This is an optimization exercise on Yosys and OpenROAD, whose aim is small area, a short achievable clock period and few clock cycles per item, not a production implementation. No functional check of the RTL was part of any run shown here.

==> flow/design.v, too long to show whole: its modules and the start of the top module <==
// module gemv_dot_pipe: 2613 lines
// module gemv_dot_fin: 851 lines
// module gemv_stream_engine: 118 lines
module gemv_stream_engine
#(
  parameter int unsigned SZ     = gemv_pkg::SZ_DEF,
  parameter int unsigned DW     = gemv_pkg::DW_DEF,
  parameter int unsigned N_ROWS = gemv_pkg::N_ROWS_DEF,
  parameter int unsigned AW     = gemv_pkg::gemv_aw(SZ, DW),
  localparam int unsigned IW    = (N_ROWS > 1) ? $clog2(N_ROWS) : 1
) (
  input  logic             clk,
  input  logic             rst_n,
  input  logic             start_i,
  input  logic             accum_i,
  input  logic [SZ*DW-1:0] w_i,
  input  logic             a_valid_i,
  output logic             a_ready_o,
  input  logic [SZ*DW-1:0] a_row_i,
  output logic             o_valid_o,
  input  logic             o_ready_i,
  output logic [DW-1:0]    o_data_o,
  output logic [IW-1:0]    o_idx_o,
  output logic             busy_o,
  output logic             done_o,
  output logic             ovf_o
);
  // ...
==> flow/flow/run.sh <==
#!/bin/bash
# The standard layout with two changes:
#  - the port buffers are buf_4 cells instead of the buffer_ports default (a
#    slow delay cell that the resizer cannot swap out);
#  - after the standard synthesis, inverters around full and half adders are
#    removed by flipping full adders' polarity and rebuilding half adders that
#    take inverted inputs (flow/invpush2.py); registers and all other cells are
#    left as the standard synthesis made them.
set -euo pipefail
export BUFFER_PORTS_ARGS="-buffer_cell sky130_fd_sc_hd__buf_4"
bash standard.sh synth > standard_synth.log 2>&1
NET=orfs/results/sky130hd/gemv_stream_engine/base/1_2_yosys.v
cp $NET yosys_netlist_orig.v
python3 flow/invpush2.py yosys_netlist_orig.v $NET > invpush.log 2>&1
bash standard.sh finish > standard_finish.log 2>&1
==> flow/flow/invpush2.py <==
#!/usr/bin/env python3
"""Remove inverters around full and half adders in a flat Yosys netlist.

A full adder is self-dual: FA(~a, ~b, ~c) = (~cout, ~sum). So each full adder
may be flipped: it then takes its inputs inverted and gives its outputs
inverted. A half adder whose two inputs are both inverted can be rebuilt as
xor2 + nor2 of the inverted inputs (the same area): (~a ^ ~b, ~(~a | ~b)).
Every inverter tree hanging off a signal is collapsed into at most one
inverter, and the flips are chosen (greedy descent plus annealing) to need as
few inverters as possible. Registers, ports and all other cells are kept.

usage: invpush2.py IN.v OUT.v
"""
import re, sys, random, math
from collections import defaultdict

src = open(sys.argv[1]).read()
m = re.search(r'^module .*?;\n', src, re.M | re.S)
head_end = m.end()
endm = src.rindex('endmodule')
body = src[head_end:endm]

cell_re = re.compile(r'^  (sky130_fd_sc_hd__\w+) (\\\S+ |\S+) \((.*?)\n  \);\n', re.M | re.S)
pin_re = re.compile(r'\.(\w+)\(((?:\\\S+ )|[^()]*)\)')

cells = {}
order = []
first = None
pos = 0
for cm in cell_re.finditer(body):
    if first is None:
        first = cm.start()
    assert first == cm.start() or not body[pos:cm.start()].strip(), body[pos:cm.start()][:200]
    typ, name, pins = cm.group(1), cm.group(2), cm.group(3)
    cells[name] = [typ, {p: n.strip() for p, n in pin_re.findall(pins)}]
    order.append(name)
    pos = cm.end()
pre = body[:first]
post = body[pos:]
assert not post.strip() or 'sky130' not in post
assert 'assign' not in pre + post, 'assign statements not handled'

ports = set()
for pm in re.finditer(r'^\s*(input|output|inout)\s+(\[(\d+):(\d+)\]\s+)?(\S+);', pre, re.M):
    nm = pm.group(5)
    if pm.group(2):
        hi, lo = int(pm.group(3)), int(pm.group(4))
        for b in range(min(hi, lo), max(hi, lo) + 1):
            ports.add(f'{nm}[{b}]')
    ports.add(nm)

OUTP = {'X', 'Y', 'Q', 'Q_N', 'SUM', 'COUT', 'HI', 'LO'}
is_inv = lambda t: re.match(r'sky130_fd_sc_hd__(clk)?inv_\d+$', t) is not None
is_fa = lambda t: re.match(r'sky130_fd_sc_hd__fa_\d+$', t) is not None
is_ha = lambda t: re.match(r'sky130_fd_sc_hd__ha_\d+$', t) is not None

drv = {}
loads = defaultdict(list)
for name, (typ, conns) in cells.items():
    for p, n in conns.items():
        if p in OUTP:
            drv[n] = (name, p)
        else:
            loads[n].append((name, p))

# Trace every non-inverter input pin back through inverters to its source.
src_of = {}          # (cell, pin) -> (source net, parity)
tree = defaultdict(list)   # source net -> [(cell, pin, parity)]
tree_invs = defaultdict(set)
fixed = set()
for name, (typ, conns) in cells.items():
    if is_inv(typ):
        continue
    for p, n in conns.items():
        if p in OUTP:
            continue
        par = 0
        invs = []
        net = n
        while net in drv and is_inv(cells[drv[net][0]][0]):
            invs.append(drv[net][0])
            if net in ports:
                break
            net = cells[drv[net][0]][1]['A']
            par ^= 1
        src_of[(name, p)] = (net, par)
        tree[net].append((name, p, par))
        tree_invs[net].update(invs)
# inverter trees that reach a port, or a constant source, are left alone
for name, (typ, conns) in cells.items():
    if is_inv(typ):
        y = conns['Y']
        net = y
        while net in drv and is_inv(cells[drv[net][0]][0]):
            if net in ports:
                # find its source
                s = net
                while s in drv and is_inv(cells[drv[s][0]][0]):
                    s = cells[drv[s][0]][1]['A']
                fixed.add(s)
                break
            net = cells[drv[net][0]][1]['A']
for s in list(tree):
    if s.startswith(("1'", "0'")) or s not in drv and s not in ports:
        fixed.add(s)
    if s in drv and is_inv(cells[drv[s][0]][0]):
        fixed.add(s)
    if s in ports and s not in drv:
        pass  # primary input: fine as a source
# inverters whose output feeds nothing tracked (dangling) keep their trees fixed
for name, (typ, conns) in cells.items():
    if is_inv(typ) and not loads[conns['Y']] and conns['Y'] not in ports:
        s = conns['A']
        while s in drv and is_inv(cells[drv[s][0]][0]):
            s = cells[drv[s][0]][1]['A']
        fixed.add(s)

fas = [n for n in order if is_fa(cells[n][0])]
has = [n for n in order if is_ha(cells[n][0])]
flip = {n: 0 for n in fas + has}


fa_drv = {s: drv[s][0] for s in tree if s in drv and is_fa(cells[drv[s][0]][0])}


def avail(s):
    d = fa_drv.get(s)
    return flip[d] if d else 0


def need(c, par):
    return par ^ (flip[c] if c in flip else 0)


def cost_src(s):
    if s in fixed:
        return 0
    a = avail(s)
    return 1 if any(need(c, par) ^ a for c, p, par in tree[s]) else 0


# sources touched by each flippable cell
touch = defaultdict(set)
for s, lst in tree.items():
    for c, p, par in lst:
        if c in flip:
            touch[c].add(s)
    if s in drv and drv[s][0] in flip and is_fa(cells[drv[s][0]][0]):
        touch[drv[s][0]].add(s)
for h in has:   # a half adder only flips when both inputs share a source polarity change
    pass


def ha_ok(h):
    return True


def orig_cost():
    n = 0
    for s in tree:
        if s not in fixed:
            n += len(tree_invs[s])
    return n


def total():
    return sum(cost_src(s) for s in tree)


def delta(c):
    ss = touch[c]
    before = sum(cost_src(s) for s in ss)
    flip[c] ^= 1
    after = sum(cost_src(s) for s in ss)
    flip[c] ^= 1
    return after - before


n_before = orig_cost()
cur = total()
random.seed(int(__import__("os").environ.get("IP_SEED", "1")))
cands = fas + has
best = cur
best_flip = dict(flip)
T = 1.0
for it in range(int(__import__("os").environ.get("IP_IT", "60"))):
    improved = False
    for c in cands:
        d = delta(c)
        if d < 0 or (d == 0 and random.random() < 0.3) or (d > 0 and random.random() < math.exp(-d / T)):
            flip[c] ^= 1
            cur += d
            if d < 0:
                improved = True
            if cur < best:
                best = cur
                best_flip = dict(flip)
    T *= 0.85
flip.update(best_flip)
# final greedy descent
changed = True
while changed:
    changed = False
    for c in cands:
        if delta(c) < 0:
            flip[c] ^= 1
            changed = True
cur = total()
print(f'invpush2: inverters in movable trees {n_before} -> {cur}; '
      f'flipped FA {sum(flip[c] for c in fas)}, HA {sum(flip[c] for c in has)}', file=sys.stderr)

# Rebuild.
for s, invs in tree_invs.items():
    if s in fixed:
        continue
    for i in invs:
        if i in cells:
            del cells[i]
order = [n for n in order if n in cells]
uid = [0]
new_wires = []


def fresh(prefix):
    uid[0] += 1
    n = f'_{prefix}{uid[0]}_'
    return n


new_invs = []
for s, lst in tree.items():
    if s in fixed:
        continue
    a = avail(s)
    inv_net = None
    for c, p, par in lst:
        if need(c, par) ^ a:
            if inv_net is None:
                inv_net = fresh('ipn')
                new_wires.append(inv_net)
                iname = fresh('ipinv')
                cells[iname] = ['sky130_fd_sc_hd__inv_1', {'A': s, 'Y': inv_net}]
                new_invs.append(iname)
                order.append(iname)
            cells[c][1][p] = inv_net
        else:
            cells[c][1][p] = s
# Half adders taking inverted inputs become xor2 + nor2.
for h in has:
    if flip[h]:
        typ, conns = cells[h]
        del cells[h]
        i = order.index(h)
        x = fresh('ipx')
        y = fresh('ipo')
        cells[x] = ['sky130_fd_sc_hd__xor2_1', {'A': conns['A'], 'B': conns['B'], 'X': conns['SUM']}]
        cells[y] = ['sky130_fd_sc_hd__nor2_1', {'A': conns['A'], 'B': conns['B'], 'Y': conns['COUT']}]
        order[i:i+1] = [x, y]

# inv_2 has the area of inv_1: use it for every inverter that drives more than one pin
nl = defaultdict(int)
for name, (typ, conns) in cells.items():
    for p, n in conns.items():
        if p not in OUTP:
            nl[n] += 1
for name, (typ, conns) in cells.items():
    if typ == 'sky130_fd_sc_hd__inv_1' and (nl[conns['Y']] > 1 or conns['Y'] in ports):
        cells[name][0] = 'sky130_fd_sc_hd__inv_2'

out = [src[:head_end], pre]
for w in new_wires:
    out.append(f'  wire {w};\n')
for name in order:
    typ, conns = cells[name]
    pins = ',\n'.join(f'    .{p}({n + " " if n.startswith(chr(92)) else n})' for p, n in conns.items())
    out.append(f'  {typ} {name} (\n{pins}\n  );\n')
out.append(post)
out.append(src[endm:])
open(sys.argv[2], 'w').write(''.join(out))
n_inv = sum(1 for t, _ in cells.values() if is_inv(t))
print(f'invpush2: inverter cells now {n_inv}', file=sys.stderr)
==> flow/standard.sh <==
#!/bin/bash
# synth_recipe.tcl (not shown) runs the flow's synth.tcl, then flattens the netlist and writes it again
# the make line also repeats each setting of config.mk as NAME=value (left out here)
make -C /OpenROAD-flow-scripts/flow DESIGN_CONFIG=/design/flow/config.mk WORK_HOME=/design/flow/orfs CLKGATE_MAP_FILE= SYNTH_SCRIPT=/design/flow/synth_recipe.tcl "${@:-finish}"
==> flow/config.mk <==
export PLATFORM = sky130hd
export DESIGN_NAME = gemv_stream_engine
export DESIGN_NICKNAME = gemv_stream_engine
export VERILOG_FILES = /design/flow/design.v
export SDC_FILE = /design/flow/constraint.sdc
export NUM_CORES = 4
export LEC_CHECK = 0
export ABC_AREA = 1
export CAP_MARGIN = 20
export CORE_MARGIN = 2
export CORE_UTILIZATION = 40
export SETUP_SLACK_MARGIN = 3.5
export SLEW_MARGIN = 20
==> flow/constraint.sdc <==
create_clock -name core_clock -period 9.0 [get_ports {clk}]
set_input_delay 1.8000 -clock core_clock [delete_from_list [all_inputs] [get_ports {clk}]]
set_output_delay 1.8000 -clock core_clock [all_outputs]
set_load 0.01 [all_outputs]
==> flow_metrics.py, run 1 <==
metrics = {
    "floorplanning": {
        "nWellTaps": 855,
        "core_um2": 64600,
        "pin_count": 125,
        "num_rows": 93,
        "dieArea_um2": 67400,
    },
    "critical_path": {
        "worstPathCellList": "fa_2 -> nor2_1 -> nor2_1 -> nand2_2 -> nand2_4 -> nand2_4 -> nand2_4 -> nand2_8 -> nand2_8 -> nand2_4 -> nand3_4 -> nand2_2 -> nand2_4 -> and3_4 -> buf_12 -> buf_12 -> nand3_1 -> nand2_1 -> buf_4",
        "r2r_setup_slack_ns": 3.63,
        "crit_path_end_kind": "output port",
        "required_ns": 7.20,
        "critPathLaunchType": "flip-flop",
        "cp_top_family": "simple AND/OR/NAND/NOR gates",
        "crit_top_cell": "nand2_4",
        "r2r_start": "w_q[11]",
        "worstSetupPathType": "flip-flop to output port",
        "crit_start": "mid_q[7]",
        "path_buf_inv": 3,
    },
    "detailed_routing": {
        "vias": 19500,
        "dr.pass1.iters": 5,
        "wl_met3_um": 8400,
    },
    "clocking": {
        "cts_buffers": 30,
        "clk_pin_slew_worst_paths_ns": 0.06,
        "holdBufCountCts": 0,
    },
    "min_path": {
        "min_to": "acc_b_q[19]",
    },
    "placement": {
        "portBuffers": 124,
        "gp_congestion": 0.982,
    },
    "finish": {
        "multi_input_area_um2": 17700,
        "n_fill_cell": 6059,
        "drive_gt1_frac": 0.168,
        "clock_area_frac": 0.0339,
        "antenna_cells": 0,
        "inverters": 338,
        "area.share.sequential": 0.231,
        "seq_cells": 227,
        "buf_share": 0.0485,
    },
    "logic_synthesis": {
        "synth_cells": 2491,
    },
    "global_routing": {
        "busiest_layer": "met1",
        "grt_max_degree": 97,
        "grt_pass1_vias": 19600,
        "met2_usage": 0.408,
    },
    "sta": {
        "hold_violations": 0,
        "fin_ws_ns": 3.53,
    },
    "run_status": {
        "status": "no timing/DRC/antenna violations",
    },
}
==> run 2, diff against run 1 <==
--- a/flow/design.v
+++ b/flow/design.v
@@ -1,13 +1,13 @@
 package gemv_pkg;
   localparam int unsigned SZ_DEF     = 3;
   localparam int unsigned DW_DEF     = 16;
   localparam int unsigned N_ROWS_DEF = 3;
-  localparam int unsigned MID_W      = 102;
+  localparam int unsigned MID_W      = 94;
   function automatic integer gemv_aw(input integer sz, input integer dw);
     gemv_aw = 2 * dw + $clog2(sz) + 1;
   endfunction
   function automatic logic signed [63:0] sat_to_dw(input logic signed [63:0] v,
                                                    input integer              dw);
     logic signed [63:0] hi;
     logic signed [63:0] lo;
     hi = (64'sd1 <<< (dw - 1)) - 64'sd1;
@@ -20,17 +20,17 @@
       sat_to_dw = v;
     end
   endfunction
 endpackage
 module gemv_dot_pipe (
   input  logic [47:0] w_i,
   input  logic [47:0] row_i,
   input  logic [34:0] acc_add_i,
-  output logic [101:0] cs_o
+  output logic [93:0] cs_o
 );
   logic one_0_0;
   logic two_0_0;
   logic neg_0_0;
   logic pp_0_0_0;
   logic pp_0_0_1;
   logic pp_0_0_2;
   logic pp_0_0_3;
@@ -1274,16 +1274,37 @@
   logic s765;
   logic c766;
   logic s767;
   logic c768;
   logic s769;
   logic c770;
   logic s771;
   logic c772;
+  logic s773;
+  logic c774;
+  logic s775;
+  logic c776;
+  logic s777;
+  logic c778;
+  logic s779;
+  logic c780;
+  logic s781;
+  logic c782;
+  logic s783;
+  logic c784;
+  logic s785;
+  logic c786;
+  logic s787;
+  logic c788;
+  logic s789;
+  logic c790;
+  logic s791;
+  logic c792;
+  logic s793;
   assign one_0_0 = w_i[0] ^ 1'b0;
   assign two_0_0 = (w_i[1] & ~w_i[0] & ~1'b0) | (~w_i[1] & w_i[0] & 1'b0);
   assign neg_0_0 = w_i[1];
   assign pp_0_0_0 = ((row_i[0] & one_0_0)) ^ neg_0_0;
   assign pp_0_0_1 = ((row_i[1] & one_0_0) | (row_i[0] & two_0_0)) ^ neg_0_0;
   assign pp_0_0_2 = ((row_i[2] & one_0_0) | (row_i[1] & two_0_0)) ^ neg_0_0;
   assign pp_0_0_3 = ((row_i[3] & one_0_0) | (row_i[2] & two_0_0)) ^ neg_0_0;
   assign pp_0_0_4 = ((row_i[4] & one_0_0) | (row_i[3] & two_0_0)) ^ neg_0_0;
@@ -2526,16 +2547,37 @@
   assign s765 = s697 ^ c694 ^ s699;
   assign c766 = (s697 & c694) | (s699 & (s697 ^ c694));
   assign s767 = s701 ^ c698 ^ s703;
   assign c768 = (s701 & c698) | (s703 & (s701 ^ c698));
   assign s769 = s705 ^ c702 ^ s707;
   assign c770 = (s705 & c702) | (s707 & (s705 ^ c702));
   assign s771 = pp_2_7_16 ^ c706 ^ s709;
   assign c772 = (pp_2_7_16 & c706) | (s709 & (pp_2_7_16 ^ c706));
+  assign s773 = c684 ^ s759;
+  assign c774 = c684 & s759;
+  assign s775 = c688 ^ s761 ^ c760;
+  assign c776 = (c688 & s761) | (c760 & (c688 ^ s761));
+  assign s777 = c692 ^ s763 ^ c762;
+  assign c778 = (c692 & s763) | (c762 & (c692 ^ s763));
+  assign s779 = c696 ^ s765 ^ c764;
+  assign c780 = (c696 & s765) | (c764 & (c696 ^ s765));
+  assign s781 = c700 ^ s767 ^ c766;
+  assign c782 = (c700 & s767) | (c766 & (c700 ^ s767));
+  assign s783 = c704 ^ s769 ^ c768;
+  assign c784 = (c704 & s769) | (c768 & (c704 ^ s769));
+  assign s785 = c708 ^ s771 ^ c770;
+  assign c786 = (c708 & s771) | (c770 & (c708 ^ s771));
+  assign s787 = acc_add_i[31] ^ c710 ^ c772;
+  assign c788 = (acc_add_i[31] & c710) | (c772 & (acc_add_i[31] ^ c710));
+  assign s789 = 1'b1 ^ acc_add_i[32];
+  assign c790 = 1'b1 & acc_add_i[32];
+  assign s791 = 1'b1 ^ acc_add_i[33];
+  assign c792 = 1'b1 & acc_add_i[33];
+  assign s793 = 1'b1 ^ acc_add_i[34];
   assign cs_o[0] = pp_1_0_0;
   assign cs_o[1] = pp_2_0_0;
   assign cs_o[2] = s711;
   assign cs_o[3] = c712;
   assign cs_o[4] = s595;
   assign cs_o[5] = s713;
   assign cs_o[6] = c714;
   assign cs_o[7] = s597;
@@ -2598,122 +2640,114 @@
   assign cs_o[64] = c752;
   assign cs_o[65] = s753;
   assign cs_o[66] = c676;
   assign cs_o[67] = s755;
   assign cs_o[68] = c754;
   assign cs_o[69] = c680;
   assign cs_o[70] = s757;
   assign cs_o[71] = c756;
-  assign cs_o[72] = c684;
-  assign cs_o[73] = s759;
-  assign cs_o[74] = c758;
-  assign cs_o[75] = c688;
-  assign cs_o[76] = s761;
-  assign cs_o[77] = c760;
-  assign cs_o[78] = c692;
-  assign cs_o[79] = s763;
-  assign cs_o[80] = c762;
-  assign cs_o[81] = c696;
-  assign cs_o[82] = s765;
-  assign cs_o[83] = c764;
-  assign cs_o[84] = c700;
-  assign cs_o[85] = s767;
-  assign cs_o[86] = c766;
-  assign cs_o[87] = c704;
-  assign cs_o[88] = s769;
-  assign cs_o[89] = c768;
-  assign cs_o[90] = c708;
-  assign cs_o[91] = s771;
-  assign cs_o[92] = c770;
-  assign cs_o[93] = acc_add_i[31];
-  assign cs_o[94] = c710;
-  assign cs_o[95] = c772;
-  assign cs_o[96] = 1'b1;
-  assign cs_o[97] = acc_add_i[32];
-  assign cs_o[98] = 1'b1;
-  assign cs_o[99] = acc_add_i[33];
-  assign cs_o[100] = 1'b1;
-  assign cs_o[101] = acc_add_i[34];
+  assign cs_o[72] = c758;
+  assign cs_o[73] = s773;
+  assign cs_o[74] = c774;
+  assign cs_o[75] = s775;
+  assign cs_o[76] = s777;
+  assign cs_o[77] = c776;
+  assign cs_o[78] = s779;
+  assign cs_o[79] = c778;
+  assign cs_o[80] = s781;
+  assign cs_o[81] = c780;
+  assign cs_o[82] = s783;
+  assign cs_o[83] = c782;
+  assign cs_o[84] = s785;
+  assign cs_o[85] = c784;
+  assign cs_o[86] = s787;
+  assign cs_o[87] = c786;
+  assign cs_o[88] = s789;
+  assign cs_o[89] = c788;
+  assign cs_o[90] = c790;
+  assign cs_o[91] = s791;
+  assign cs_o[92] = c792;
+  assign cs_o[93] = s793;
 endmodule
 module gemv_dot_fin (
-  input  logic [101:0] cs_i,
+  input  logic [93:0] cs_i,
   output logic [34:0] v_o,
   output logic [15:0] sat_o,
   output logic clamp_o
 );
-  logic s773;
-  logic c774;
-  logic s775;
-  logic c776;
-  logic s777;
-  logic c778;
-  logic s779;
-  logic c780;
-  logic s781;
-  logic c782;
-  logic s783;
-  logic c784;
-  logic s785;
-  logic c786;
-  logic s787;
-  logic c788;
-  logic s789;
-  logic c790;
-  logic s791;
-  logic c792;
-  logic s793;
-  logic c794;
-  logic s795;
-  logic c796;
-  logic s797;
-  logic c798;
-  logic s799;
-  logic c800;
-  logic s801;
-  logic c802;
-  logic s803;
-  logic c804;
-  logic s805;
-  logic c806;
-  logic s807;
-  logic c808;
-  logic s809;
-  logic c810;
-  logic s811;
-  logic c812;
-  logic s813;
-  logic c814;
-  logic s815;
-  logic c816;
-  logic s817;
-  logic c818;
-  logic s819;
-  logic c820;
-  logic s821;
-  logic c822;
-  logic s823;
-  logic c824;
-  logic s825;
-  logic c826;
-  logic s827;
-  logic c828;
-  logic s829;
-  logic c830;
-  logic s831;
-  logic c832;
-  logic s833;
-  logic c834;
-  logic s835;
-  logic c836;
-  logic s837;
-  logic c838;
-  logic s839;
-  logic c840;
-  logic s841;
+  logic s794;
+  logic c795;
+  logic s796;
+  logic c797;
+  logic s798;
+  logic c799;
+  logic s800;
+  logic c801;
+  logic s802;
+  logic c803;
+  logic s804;
+  logic c805;
+  logic s806;
+  logic c807;
+  logic s808;
+  logic c809;
+  logic s810;
+  logic c811;
+  logic s812;
+  logic c813;
+  logic s814;
+  logic c815;
+  logic s816;
+  logic c817;
+  logic s818;
+  logic c819;
+  logic s820;
+  logic c821;
+  logic s822;
+  logic c823;
+  logic s824;
+  logic c825;
+  logic s826;
+  logic c827;
+  logic s828;
+  logic c829;
+  logic s830;
+  logic c831;
+  logic s832;
+  logic c833;
+  logic s834;
+  logic c835;
+  logic s836;
+  logic c837;
+  logic s838;
+  logic c839;
+  logic s840;
+  logic c841;
+  logic s842;
+  logic c843;
+  logic s844;
+  logic c845;
+  logic s846;
+  logic c847;
+  logic s848;
+  logic c849;
+  logic s850;
+  logic c851;
+  logic s852;
+  logic c853;
+  logic s854;
+  logic c855;
+  logic s856;
+  logic c857;
+  logic s858;
+  logic c859;
+  logic s860;
+  logic c861;
+  logic s862;
   logic h0;
   logic g0;
   logic t0;
   logic h1;
   logic g1;
   logic t1;
   logic h2;
   logic g2;
@@ -3031,190 +3065,190 @@
   logic bp28_12;
   logic bg30_12;
   logic bp30_12;
   logic bg32_12;
   logic bp32_12;
   logic bg34_12;
   logic bp34_12;
   logic [34:0] u_full;
-  assign s773 = cs_i[0] ^ cs_i[1];
-  assign c774 = cs_i[0] & cs_i[1];
-  assign s775 = cs_i[3] ^ cs_i[4] ^ cs_i[5];
-  assign c776 = (cs_i[3] & cs_i[4]) | (cs_i[5] & (cs_i[3] ^ cs_i[4]));
-  assign s777 = cs_i[6] ^ cs_i[7] ^ cs_i[8];
-  assign c778 = (cs_i[6] & cs_i[7]) | (cs_i[8] & (cs_i[6] ^ cs_i[7]));
-  assign s779 = cs_i[9] ^ cs_i[10] ^ cs_i[11];
-  assign c780 = (cs_i[9] & cs_i[10]) | (cs_i[11] & (cs_i[9] ^ cs_i[10]));
-  assign s781 = cs_i[12] ^ cs_i[13] ^ cs_i[14];
-  assign c782 = (cs_i[12] & cs_i[13]) | (cs_i[14] & (cs_i[12] ^ cs_i[13]));
-  assign s783 = cs_i[15] ^ cs_i[16] ^ cs_i[17];
-  assign c784 = (cs_i[15] & cs_i[16]) | (cs_i[17] & (cs_i[15] ^ cs_i[16]));
-  assign s785 = cs_i[18] ^ cs_i[19] ^ cs_i[20];
-  assign c786 = (cs_i[18] & cs_i[19]) | (cs_i[20] & (cs_i[18] ^ cs_i[19]));
-  assign s787 = cs_i[21] ^ cs_i[22] ^ cs_i[23];
-  assign c788 = (cs_i[21] & cs_i[22]) | (cs_i[23] & (cs_i[21] ^ cs_i[22]));
-  assign s789 = cs_i[24] ^ cs_i[25] ^ cs_i[26];
-  assign c790 = (cs_i[24] & cs_i[25]) | (cs_i[26] & (cs_i[24] ^ cs_i[25]));
-  assign s791 = cs_i[27] ^ cs_i[28] ^ cs_i[29];
-  assign c792 = (cs_i[27] & cs_i[28]) | (cs_i[29] & (cs_i[27] ^ cs_i[28]));
-  assign s793 = cs_i[30] ^ cs_i[31] ^ cs_i[32];
-  assign c794 = (cs_i[30] & cs_i[31]) | (cs_i[32] & (cs_i[30] ^ cs_i[31]));
-  assign s795 = cs_i[33] ^ cs_i[34] ^ cs_i[35];
-  assign c796 = (cs_i[33] & cs_i[34]) | (cs_i[35] & (cs_i[33] ^ cs_i[34]));
-  assign s797 = cs_i[36] ^ cs_i[37] ^ cs_i[38];
-  assign c798 = (cs_i[36] & cs_i[37]) | (cs_i[38] & (cs_i[36] ^ cs_i[37]));
-  assign s799 = cs_i[39] ^ cs_i[40] ^ cs_i[41];
-  assign c800 = (cs_i[39] & cs_i[40]) | (cs_i[41] & (cs_i[39] ^ cs_i[40]));
-  assign s801 = cs_i[42] ^ cs_i[43] ^ cs_i[44];
-  assign c802 = (cs_i[42] & cs_i[43]) | (cs_i[44] & (cs_i[42] ^ cs_i[43]));
-  assign s803 = cs_i[45] ^ cs_i[46] ^ cs_i[47];
-  assign c804 = (cs_i[45] & cs_i[46]) | (cs_i[47] & (cs_i[45] ^ cs_i[46]));
-  assign s805 = cs_i[48] ^ cs_i[49] ^ cs_i[50];
-  assign c806 = (cs_i[48] & cs_i[49]) | (cs_i[50] & (cs_i[48] ^ cs_i[49]));
-  assign s807 = cs_i[51] ^ cs_i[52] ^ cs_i[53];
-  assign c808 = (cs_i[51] & cs_i[52]) | (cs_i[53] & (cs_i[51] ^ cs_i[52]));
-  assign s809 = cs_i[54] ^ cs_i[55] ^ cs_i[56];
-  assign c810 = (cs_i[54] & cs_i[55]) | (cs_i[56] & (cs_i[54] ^ cs_i[55]));
-  assign s811 = cs_i[57] ^ cs_i[58] ^ cs_i[59];
-  assign c812 = (cs_i[57] & cs_i[58]) | (cs_i[59] & (cs_i[57] ^ cs_i[58]));
-  assign s813 = cs_i[60] ^ cs_i[61] ^ cs_i[62];
-  assign c814 = (cs_i[60] & cs_i[61]) | (cs_i[62] & (cs_i[60] ^ cs_i[61]));
-  assign s815 = cs_i[63] ^ cs_i[64] ^ cs_i[65];
-  assign c816 = (cs_i[63] & cs_i[64]) | (cs_i[65] & (cs_i[63] ^ cs_i[64]));
-  assign s817 = cs_i[66] ^ cs_i[67] ^ cs_i[68];
-  assign c818 = (cs_i[66] & cs_i[67]) | (cs_i[68] & (cs_i[66] ^ cs_i[67]));
-  assign s819 = cs_i[69] ^ cs_i[70] ^ cs_i[71];
-  assign c820 = (cs_i[69] & cs_i[70]) | (cs_i[71] & (cs_i[69] ^ cs_i[70]));
-  assign s821 = cs_i[72] ^ cs_i[73] ^ cs_i[74];
-  assign c822 = (cs_i[72] & cs_i[73]) | (cs_i[74] & (cs_i[72] ^ cs_i[73]));
-  assign s823 = cs_i[75] ^ cs_i[76] ^ cs_i[77];
-  assign c824 = (cs_i[75] & cs_i[76]) | (cs_i[77] & (cs_i[75] ^ cs_i[76]));
-  assign s825 = cs_i[78] ^ cs_i[79] ^ cs_i[80];
-  assign c826 = (cs_i[78] & cs_i[79]) | (cs_i[80] & (cs_i[78] ^ cs_i[79]));
-  assign s827 = cs_i[81] ^ cs_i[82] ^ cs_i[83];
-  assign c828 = (cs_i[81] & cs_i[82]) | (cs_i[83] & (cs_i[81] ^ cs_i[82]));
-  assign s829 = cs_i[84] ^ cs_i[85] ^ cs_i[86];
-  assign c830 = (cs_i[84] & cs_i[85]) | (cs_i[86] & (cs_i[84] ^ cs_i[85]));
-  assign s831 = cs_i[87] ^ cs_i[88] ^ cs_i[89];
-  assign c832 = (cs_i[87] & cs_i[88]) | (cs_i[89] & (cs_i[87] ^ cs_i[88]));
-  assign s833 = cs_i[90] ^ cs_i[91] ^ cs_i[92];
-  assign c834 = (cs_i[90] & cs_i[91]) | (cs_i[92] & (cs_i[90] ^ cs_i[91]));
-  assign s835 = cs_i[93] ^ cs_i[94] ^ cs_i[95];
-  assign c836 = (cs_i[93] & cs_i[94]) | (cs_i[95] & (cs_i[93] ^ cs_i[94]));
-  assign s837 = cs_i[96] ^ cs_i[97];
-  assign c838 = cs_i[96] & cs_i[97];
-  assign s839 = cs_i[98] ^ cs_i[99];
-  assign c840 = cs_i[98] & cs_i[99];
-  assign s841 = cs_i[100] ^ cs_i[101];
-  assign h0 = cs_i[2] ^ s773;
-  assign g0 = cs_i[2] & s773;
-  assign t0 = cs_i[2] | s773;
-  assign h1 = s775 ^ c774;
-  assign g1 = s775 & c774;
-  assign t1 = s775 | c774;
-  assign h2 = s777 ^ c776;
-  assign g2 = s777 & c776;
-  assign t2 = s777 | c776;
-  assign h3 = s779 ^ c778;
-  assign g3 = s779 & c778;
-  assign t3 = s779 | c778;
-  assign h4 = s781 ^ c780;
-  assign g4 = s781 & c780;
-  assign t4 = s781 | c780;
-  assign h5 = s783 ^ c782;
-  assign g5 = s783 & c782;
-  assign t5 = s783 | c782;
-  assign h6 = s785 ^ c784;
-  assign g6 = s785 & c784;
-  assign t6 = s785 | c784;
-  assign h7 = s787 ^ c786;
-  assign g7 = s787 & c786;
-  assign t7 = s787 | c786;
-  assign h8 = s789 ^ c788;
-  assign g8 = s789 & c788;
-  assign t8 = s789 | c788;
-  assign h9 = s791 ^ c790;
-  assign g9 = s791 & c790;
-  assign t9 = s791 | c790;
-  assign h10 = s793 ^ c792;
-  assign g10 = s793 & c792;
-  assign t10 = s793 | c792;
-  assign h11 = s795 ^ c794;
-  assign g11 = s795 & c794;
-  assign t11 = s795 | c794;
-  assign h12 = s797 ^ c796;
-  assign g12 = s797 & c796;
-  assign t12 = s797 | c796;
-  assign h13 = s799 ^ c798;
-  assign g13 = s799 & c798;
-  assign t13 = s799 | c798;
-  assign h14 = s801 ^ c800;
-  assign g14 = s801 & c800;
-  assign t14 = s801 | c800;
-  assign h15 = s803 ^ c802;
-  assign g15 = s803 & c802;
-  assign t15 = s803 | c802;
-  assign h16 = s805 ^ c804;
-  assign g16 = s805 & c804;
-  assign t16 = s805 | c804;
-  assign h17 = s807 ^ c806;
-  assign g17 = s807 & c806;
-  assign t17 = s807 | c806;
-  assign h18 = s809 ^ c808;
-  assign g18 = s809 & c808;
-  assign t18 = s809 | c808;
-  assign h19 = s811 ^ c810;
-  assign g19 = s811 & c810;
-  assign t19 = s811 | c810;
-  assign h20 = s813 ^ c812;
-  assign g20 = s813 & c812;
-  assign t20 = s813 | c812;
-  assign h21 = s815 ^ c814;
-  assign g21 = s815 & c814;
-  assign t21 = s815 | c814;
-  assign h22 = s817 ^ c816;
-  assign g22 = s817 & c816;
-  assign t22 = s817 | c816;
-  assign h23 = s819 ^ c818;
-  assign g23 = s819 & c818;
-  assign t23 = s819 | c818;
-  assign h24 = s821 ^ c820;
-  assign g24 = s821 & c820;
-  assign t24 = s821 | c820;
-  assign h25 = s823 ^ c822;
-  assign g25 = s823 & c822;
-  assign t25 = s823 | c822;
-  assign h26 = s825 ^ c824;
-  assign g26 = s825 & c824;
-  assign t26 = s825 | c824;
-  assign h27 = s827 ^ c826;
-  assign g27 = s827 & c826;
-  assign t27 = s827 | c826;
-  assign h28 = s829 ^ c828;
-  assign g28 = s829 & c828;
-  assign t28 = s829 | c828;
-  assign h29 = s831 ^ c830;
-  assign g29 = s831 & c830;
-  assign t29 = s831 | c830;
-  assign h30 = s833 ^ c832;
-  assign g30 = s833 & c832;
-  assign t30 = s833 | c832;
-  assign h31 = s835 ^ c834;
-  assign g31 = s835 & c834;
-  assign t31 = s835 | c834;
-  assign h32 = s837 ^ c836;
-  assign g32 = s837 & c836;
-  assign t32 = s837 | c836;
-  assign h33 = s839 ^ c838;
-  assign g33 = s839 & c838;
-  assign t33 = s839 | c838;
-  assign h34 = s841 ^ c840;
-  assign g34 = s841 & c840;
-  assign t34 = s841 | c840;
+  assign s794 = cs_i[0] ^ cs_i[1];
+  assign c795 = cs_i[0] & cs_i[1];
+  assign s796 = cs_i[3] ^ cs_i[4] ^ cs_i[5];
+  assign c797 = (cs_i[3] & cs_i[4]) | (cs_i[5] & (cs_i[3] ^ cs_i[4]));
+  assign s798 = cs_i[6] ^ cs_i[7] ^ cs_i[8];
+  assign c799 = (cs_i[6] & cs_i[7]) | (cs_i[8] & (cs_i[6] ^ cs_i[7]));
+  assign s800 = cs_i[9] ^ cs_i[10] ^ cs_i[11];
+  assign c801 = (cs_i[9] & cs_i[10]) | (cs_i[11] & (cs_i[9] ^ cs_i[10]));
+  assign s802 = cs_i[12] ^ cs_i[13] ^ cs_i[14];
+  assign c803 = (cs_i[12] & cs_i[13]) | (cs_i[14] & (cs_i[12] ^ cs_i[13]));
+  assign s804 = cs_i[15] ^ cs_i[16] ^ cs_i[17];
+  assign c805 = (cs_i[15] & cs_i[16]) | (cs_i[17] & (cs_i[15] ^ cs_i[16]));
+  assign s806 = cs_i[18] ^ cs_i[19] ^ cs_i[20];
+  assign c807 = (cs_i[18] & cs_i[19]) | (cs_i[20] & (cs_i[18] ^ cs_i[19]));
+  assign s808 = cs_i[21] ^ cs_i[22] ^ cs_i[23];
+  assign c809 = (cs_i[21] & cs_i[22]) | (cs_i[23] & (cs_i[21] ^ cs_i[22]));
+  assign s810 = cs_i[24] ^ cs_i[25] ^ cs_i[26];
+  assign c811 = (cs_i[24] & cs_i[25]) | (cs_i[26] & (cs_i[24] ^ cs_i[25]));
+  assign s812 = cs_i[27] ^ cs_i[28] ^ cs_i[29];
+  assign c813 = (cs_i[27] & cs_i[28]) | (cs_i[29] & (cs_i[27] ^ cs_i[28]));
+  assign s814 = cs_i[30] ^ cs_i[31] ^ cs_i[32];
+  assign c815 = (cs_i[30] & cs_i[31]) | (cs_i[32] & (cs_i[30] ^ cs_i[31]));
+  assign s816 = cs_i[33] ^ cs_i[34] ^ cs_i[35];
+  assign c817 = (cs_i[33] & cs_i[34]) | (cs_i[35] & (cs_i[33] ^ cs_i[34]));
+  assign s818 = cs_i[36] ^ cs_i[37] ^ cs_i[38];
+  assign c819 = (cs_i[36] & cs_i[37]) | (cs_i[38] & (cs_i[36] ^ cs_i[37]));
+  assign s820 = cs_i[39] ^ cs_i[40] ^ cs_i[41];
+  assign c821 = (cs_i[39] & cs_i[40]) | (cs_i[41] & (cs_i[39] ^ cs_i[40]));
+  assign s822 = cs_i[42] ^ cs_i[43] ^ cs_i[44];
+  assign c823 = (cs_i[42] & cs_i[43]) | (cs_i[44] & (cs_i[42] ^ cs_i[43]));
+  assign s824 = cs_i[45] ^ cs_i[46] ^ cs_i[47];
+  assign c825 = (cs_i[45] & cs_i[46]) | (cs_i[47] & (cs_i[45] ^ cs_i[46]));
+  assign s826 = cs_i[48] ^ cs_i[49] ^ cs_i[50];
+  assign c827 = (cs_i[48] & cs_i[49]) | (cs_i[50] & (cs_i[48] ^ cs_i[49]));
+  assign s828 = cs_i[51] ^ cs_i[52] ^ cs_i[53];
+  assign c829 = (cs_i[51] & cs_i[52]) | (cs_i[53] & (cs_i[51] ^ cs_i[52]));
+  assign s830 = cs_i[54] ^ cs_i[55] ^ cs_i[56];
+  assign c831 = (cs_i[54] & cs_i[55]) | (cs_i[56] & (cs_i[54] ^ cs_i[55]));
+  assign s832 = cs_i[57] ^ cs_i[58] ^ cs_i[59];
+  assign c833 = (cs_i[57] & cs_i[58]) | (cs_i[59] & (cs_i[57] ^ cs_i[58]));
+  assign s834 = cs_i[60] ^ cs_i[61] ^ cs_i[62];
+  assign c835 = (cs_i[60] & cs_i[61]) | (cs_i[62] & (cs_i[60] ^ cs_i[61]));
+  assign s836 = cs_i[63] ^ cs_i[64] ^ cs_i[65];
+  assign c837 = (cs_i[63] & cs_i[64]) | (cs_i[65] & (cs_i[63] ^ cs_i[64]));
+  assign s838 = cs_i[66] ^ cs_i[67] ^ cs_i[68];
+  assign c839 = (cs_i[66] & cs_i[67]) | (cs_i[68] & (cs_i[66] ^ cs_i[67]));
+  assign s840 = cs_i[69] ^ cs_i[70] ^ cs_i[71];
+  assign c841 = (cs_i[69] & cs_i[70]) | (cs_i[71] & (cs_i[69] ^ cs_i[70]));
+  assign s842 = cs_i[72] ^ cs_i[73];
+  assign c843 = cs_i[72] & cs_i[73];
+  assign s844 = cs_i[74] ^ cs_i[75];
+  assign c845 = cs_i[74] & cs_i[75];
+  assign s846 = cs_i[76] ^ cs_i[77];
+  assign c847 = cs_i[76] & cs_i[77];
+  assign s848 = cs_i[78] ^ cs_i[79];
+  assign c849 = cs_i[78] & cs_i[79];
+  assign s850 = cs_i[80] ^ cs_i[81];
+  assign c851 = cs_i[80] & cs_i[81];
+  assign s852 = cs_i[82] ^ cs_i[83];
+  assign c853 = cs_i[82] & cs_i[83];
+  assign s854 = cs_i[84] ^ cs_i[85];
+  assign c855 = cs_i[84] & cs_i[85];
+  assign s856 = cs_i[86] ^ cs_i[87];
+  assign c857 = cs_i[86] & cs_i[87];
+  assign s858 = cs_i[88] ^ cs_i[89];
+  assign c859 = cs_i[88] & cs_i[89];
+  assign s860 = cs_i[90] ^ cs_i[91];
+  assign c861 = cs_i[90] & cs_i[91];
+  assign s862 = cs_i[92] ^ cs_i[93];
+  assign h0 = cs_i[2] ^ s794;
+  assign g0 = cs_i[2] & s794;
+  assign t0 = cs_i[2] | s794;
+  assign h1 = s796 ^ c795;
+  assign g1 = s796 & c795;
+  assign t1 = s796 | c795;
+  assign h2 = s798 ^ c797;
+  assign g2 = s798 & c797;
+  assign t2 = s798 | c797;
+  assign h3 = s800 ^ c799;
+  assign g3 = s800 & c799;
+  assign t3 = s800 | c799;
+  assign h4 = s802 ^ c801;
+  assign g4 = s802 & c801;
+  assign t4 = s802 | c801;
+  assign h5 = s804 ^ c803;
+  assign g5 = s804 & c803;
+  assign t5 = s804 | c803;
+  assign h6 = s806 ^ c805;
+  assign g6 = s806 & c805;
+  assign t6 = s806 | c805;
+  assign h7 = s808 ^ c807;
+  assign g7 = s808 & c807;
+  assign t7 = s808 | c807;
+  assign h8 = s810 ^ c809;
+  assign g8 = s810 & c809;
+  assign t8 = s810 | c809;
+  assign h9 = s812 ^ c811;
+  assign g9 = s812 & c811;
+  assign t9 = s812 | c811;
+  assign h10 = s814 ^ c813;
+  assign g10 = s814 & c813;
+  assign t10 = s814 | c813;
+  assign h11 = s816 ^ c815;
+  assign g11 = s816 & c815;
+  assign t11 = s816 | c815;
+  assign h12 = s818 ^ c817;
+  assign g12 = s818 & c817;
+  assign t12 = s818 | c817;
+  assign h13 = s820 ^ c819;
+  assign g13 = s820 & c819;
+  assign t13 = s820 | c819;
+  assign h14 = s822 ^ c821;
+  assign g14 = s822 & c821;
+  assign t14 = s822 | c821;
+  assign h15 = s824 ^ c823;
+  assign g15 = s824 & c823;
+  assign t15 = s824 | c823;
+  assign h16 = s826 ^ c825;
+  assign g16 = s826 & c825;
+  assign t16 = s826 | c825;
+  assign h17 = s828 ^ c827;
+  assign g17 = s828 & c827;
+  assign t17 = s828 | c827;
+  assign h18 = s830 ^ c829;
+  assign g18 = s830 & c829;
+  assign t18 = s830 | c829;
+  assign h19 = s832 ^ c831;
+  assign g19 = s832 & c831;
+  assign t19 = s832 | c831;
+  assign h20 = s834 ^ c833;
+  assign g20 = s834 & c833;
+  assign t20 = s834 | c833;
+  assign h21 = s836 ^ c835;
+  assign g21 = s836 & c835;
+  assign t21 = s836 | c835;
+  assign h22 = s838 ^ c837;
+  assign g22 = s838 & c837;
+  assign t22 = s838 | c837;
+  assign h23 = s840 ^ c839;
+  assign g23 = s840 & c839;
+  assign t23 = s840 | c839;
+  assign h24 = s842 ^ c841;
+  assign g24 = s842 & c841;
+  assign t24 = s842 | c841;
+  assign h25 = s844 ^ c843;
+  assign g25 = s844 & c843;
+  assign t25 = s844 | c843;
+  assign h26 = s846 ^ c845;
+  assign g26 = s846 & c845;
+  assign t26 = s846 | c845;
+  assign h27 = s848 ^ c847;
+  assign g27 = s848 & c847;
+  assign t27 = s848 | c847;
+  assign h28 = s850 ^ c849;
+  assign g28 = s850 & c849;
+  assign t28 = s850 | c849;
+  assign h29 = s852 ^ c851;
+  assign g29 = s852 & c851;
+  assign t29 = s852 | c851;
+  assign h30 = s854 ^ c853;
+  assign g30 = s854 & c853;
+  assign t30 = s854 | c853;
+  assign h31 = s856 ^ c855;
+  assign g31 = s856 & c855;
+  assign t31 = s856 | c855;
+  assign h32 = s858 ^ c857;
+  assign g32 = s858 & c857;
+  assign t32 = s858 | c857;
+  assign h33 = s860 ^ c859;
+  assign g33 = s860 & c859;
+  assign t33 = s860 | c859;
+  assign h34 = s862 ^ c861;
+  assign g34 = s862 & c861;
+  assign t34 = s862 | c861;
   assign G0_1 = g1 | (t1 & g0);
   assign P0_1 = t1 & t0;
   assign G0_2 = g2 | (t2 & G0_1);
   assign P0_2 = t2 & P0_1;
   assign G2_3 = g3 | (t3 & g2);
   assign P2_3 = t3 & t2;
   assign G0_3 = G2_3 | (P2_3 & G0_1);
   assign P0_3 = P2_3 & P0_1;
==> run 2 against run 1 <==
Cell count rose by 0.35%. Via count rose by 0.94%. Clock-buffer cell count fell by 2. Synthesized area barely moved. Final area fell by 0.14%. Die area barely moved. Synthesized cell count barely moved. Flip-flop and latch count fell by 5. Setup slack got worse by 0.0030 ns. Highest routed layer unchanged.
==> flow_metrics.py, run 2 <==
metrics = {
    "run_status": {
        "status": "no timing/DRC/antenna violations",
    },
    "critical_path": {
        "max_stage_delay_ns": 0.63,
        "cp_slowest_cell": "fa_2",
        "crit_fanout": 7,
        "worstSetupPathType": "flip-flop to output port",
        "crit_arrival_ns": 3.68,
        "worstPathCellList": "fa_2 -> ha_4 -> xor2_1 -> nand4_1 -> nor3_2 -> nand3_1 -> nor2_4 -> and3_4 -> buf_12 -> clkbuf_16 -> nand3_2 -> nand2_2 -> buf_4",
        "crit_path_end_kind": "output port",
        "r2r_cells": 10,
        "required_ns": 7.20,
        "critPathLaunchType": "flip-flop",
        "r2r_setup_slack_ns": 3.58,
    },
    "global_routing": {
        "track_usage": 0.277,
        "antenna_found_initial": 3,
        "grt_pass1_wl_um": 135000,
        "grt_max_degree": 84,
        "grt_pass1_vias": 20000,
        "grt_overflow": 0,
    },
    "logic_synthesis": {
        "avgSynthCellArea_um2": 10.5,
        "synth_cells": 2490,
        "syn_area_um2": 26100,
        "syn-num-nets": 3070,
        "synth_warnings": 1,
    },
    "finish": {
        "reg_top3": "mid_q: 94 flops, w_q: 48 flops",
        "regMostFlops": "mid_q",
        "drive_gt1_frac": 0.178,
        "final_cell_mix": "427 x xor2_1, 399 x fa_1, 358 x o22ai_1, 212 x edfxtp_1, 198 x inv_1",
        "layout_commonest_cell": "xor2_1",
        "largest_reg_flops": 94,
        "area_delta_synth_final_pct": 11.8,
        "n_fill_cell": 6029,
        "final_nets": 3147,
    },
    "sta": {
        "setup_viol": 0,
        "rsz0062_at_grt": "yes",
        "finalCritPeriodShare": 0.608,
        "period_needed_ns": 5.48,
        "tightest_slew_ns": 1.01,
        "slew_headroom": 0.328,
        "holdWs_ns": 0.418,
        "report.final.slew_viol_count": 0,
        "hold_violations": 0,
        "fmax_ghz": 0.183,
        "finalSetupTns_ns": 0,
        "fin_skew_ns": 0.0233,
    },
    "detailed_routing": {
        "met2RoutedLength_um": 41600,
        "routed.top_layer": "met4",
        "wl_per_cell_um": 27.2,
        "met1_length_um": 39200,
        "dr.pass1.iters": 6,
        "drt-total-wl_um": 93700,
        "vias": 19600,
        "drc": 0,
        "wl_met3_um": 8000,
        "drt_iter0_markers": 2285,
        "ant_nets": 0,
        "vias_per_cell": 5.71,
    },
    "job": {
        "drv_cap": 0,
    },
    "floorplanning": {
        "die_h_um": 260,
        "die_w_um": 260,
        "num_rows": 93,
        "core_um2": 64500,
        "pin_count": 125,
        "start_util": 0.405,
        "dieArea_um2": 67400,
    },
    "placement": {
        "portBuffers": 124,
        "hpwl_um": 72500,
        "gp_congestion": 0.968,
    },
    "clocking": {
        "cts_buffer_depth": 3,
        "clk_pin_slew_worst_paths_ns": 0.06,
        "cts_sinks": 222,
        "htreeDepth": 1,
        "cts_buffers": 28,
        "root_buffer": "clkbuf_16",
        "insertion_delay_ns": 0.60,
        "cts_tree": "yes",
    },
    "min_path": {
        "whs_path_depth": 0,
        "hp-class": "flip-flop to flip-flop",
    },
}
-- run 2: metal layers --
| metal | vias to the layer above | track usage |
|---|---|---|
| met5 | - | 0 |
| met4 | 0 | 0.124 |
| met3 | 190 | 0.0528 |
| met2 | 973 | 0.414 |
| met1 | 10100 | 0.392 |
| li1 | 8408 | - |
-- run 2: layout make-up --
class	count	area, um2	area share
antenna	2	5.00	0.000171
clock buffer	37	756	0.0259
clock inverter	13	95.1	0.00326
inverter	341	1280	0.0440
multi-input combinational	1784	17900	0.612
sequential	222	6620	0.227
tap	855	1070	0.0366
timing repair buffer	190	1500	0.0513
-- run 2: per-stage QoR --
step | utilization | cell area [um2] | std cells | setup WS, ns
after CTS | 0.447 | 28800 | 3421 | 3.50
after global placement | 0.431 | 27800 | 3357 | 3.05
final | 0.453 | 29200 | 3444 | 3.52
after detailed placement | 0.431 | 27800 | 3357 | 3.09
after global routing | 0.453 | 29200 | 3443 | 3.45
after floorplan | - | 26200 | 2490 | 3.50
-- run 2: repair_timing --
action | CTS | global route
hold buffers | 0 | 0
gates cloned | 1 | 1
buffers inserted | 13 | 20
endpoints found under the setup margin | 26 | 27
resized for setup | 10 | 50
pin swaps | 3 | 38
-- run 2: final timing paths --
check | startpoint | endpoint
setup / recovery | mid_q[63] | o_data_o[1]
hold / removal | acc_a_q[8] | acc_b_q[8]
setup reg to reg | w_q[41] | mid_q[75]
hold reg to reg | acc_a_q[8] | acc_b_q[8]
max in group asynchronous | rst_n | vld_m_q
min in group asynchronous | rst_n | ovf_q
-- run 2: critical path, delay by kind of cell, from the launching register on --
kind	cells	cell delay (ns)
xor+xnor	1	0.17
fa+ha+maj	2	0.85
buf+inv	3	0.40
flops	1	0.41
simple gates	7	1.25

re-timing with driven ports:
The flow's constraints put no driver on any port. The routed layouts listed below were extracted and timed again, unchanged, in two steps.
Step 1 sets driving cells, clkbuf_16 on the clock port and buf_2 on the other inputs (assumed; they add their load-dependent delay and slew).
Step 2 adds t to the input delays and takes it off the output delays; t is the mean of the earliest and latest rising clock arrival at the registers after step 1. Input paths then give back, and output paths get back, about the clock's delay inside the block.
a / b / c = ideal / step 1 / step 2; a / b = the first two.
run	shift t [ns]	setup WS [ns]	worst hold slack (ns)	worst setup path after step 2	cell pins on the clock port's net
run 1	0.667	3.528 / 3.470 / 3.016	0.409 / 0.409 / 0.409	input to register	1
run 2	0.647	3.525 / 3.466 / 3.024	0.418 / 0.418 / 0.418	input to register	1
After both steps every run listed still meets setup and hold. For run 1, which loses most, drivers alone change the setup slack by -0.058 ns; drivers and shift together by -0.512 ns.
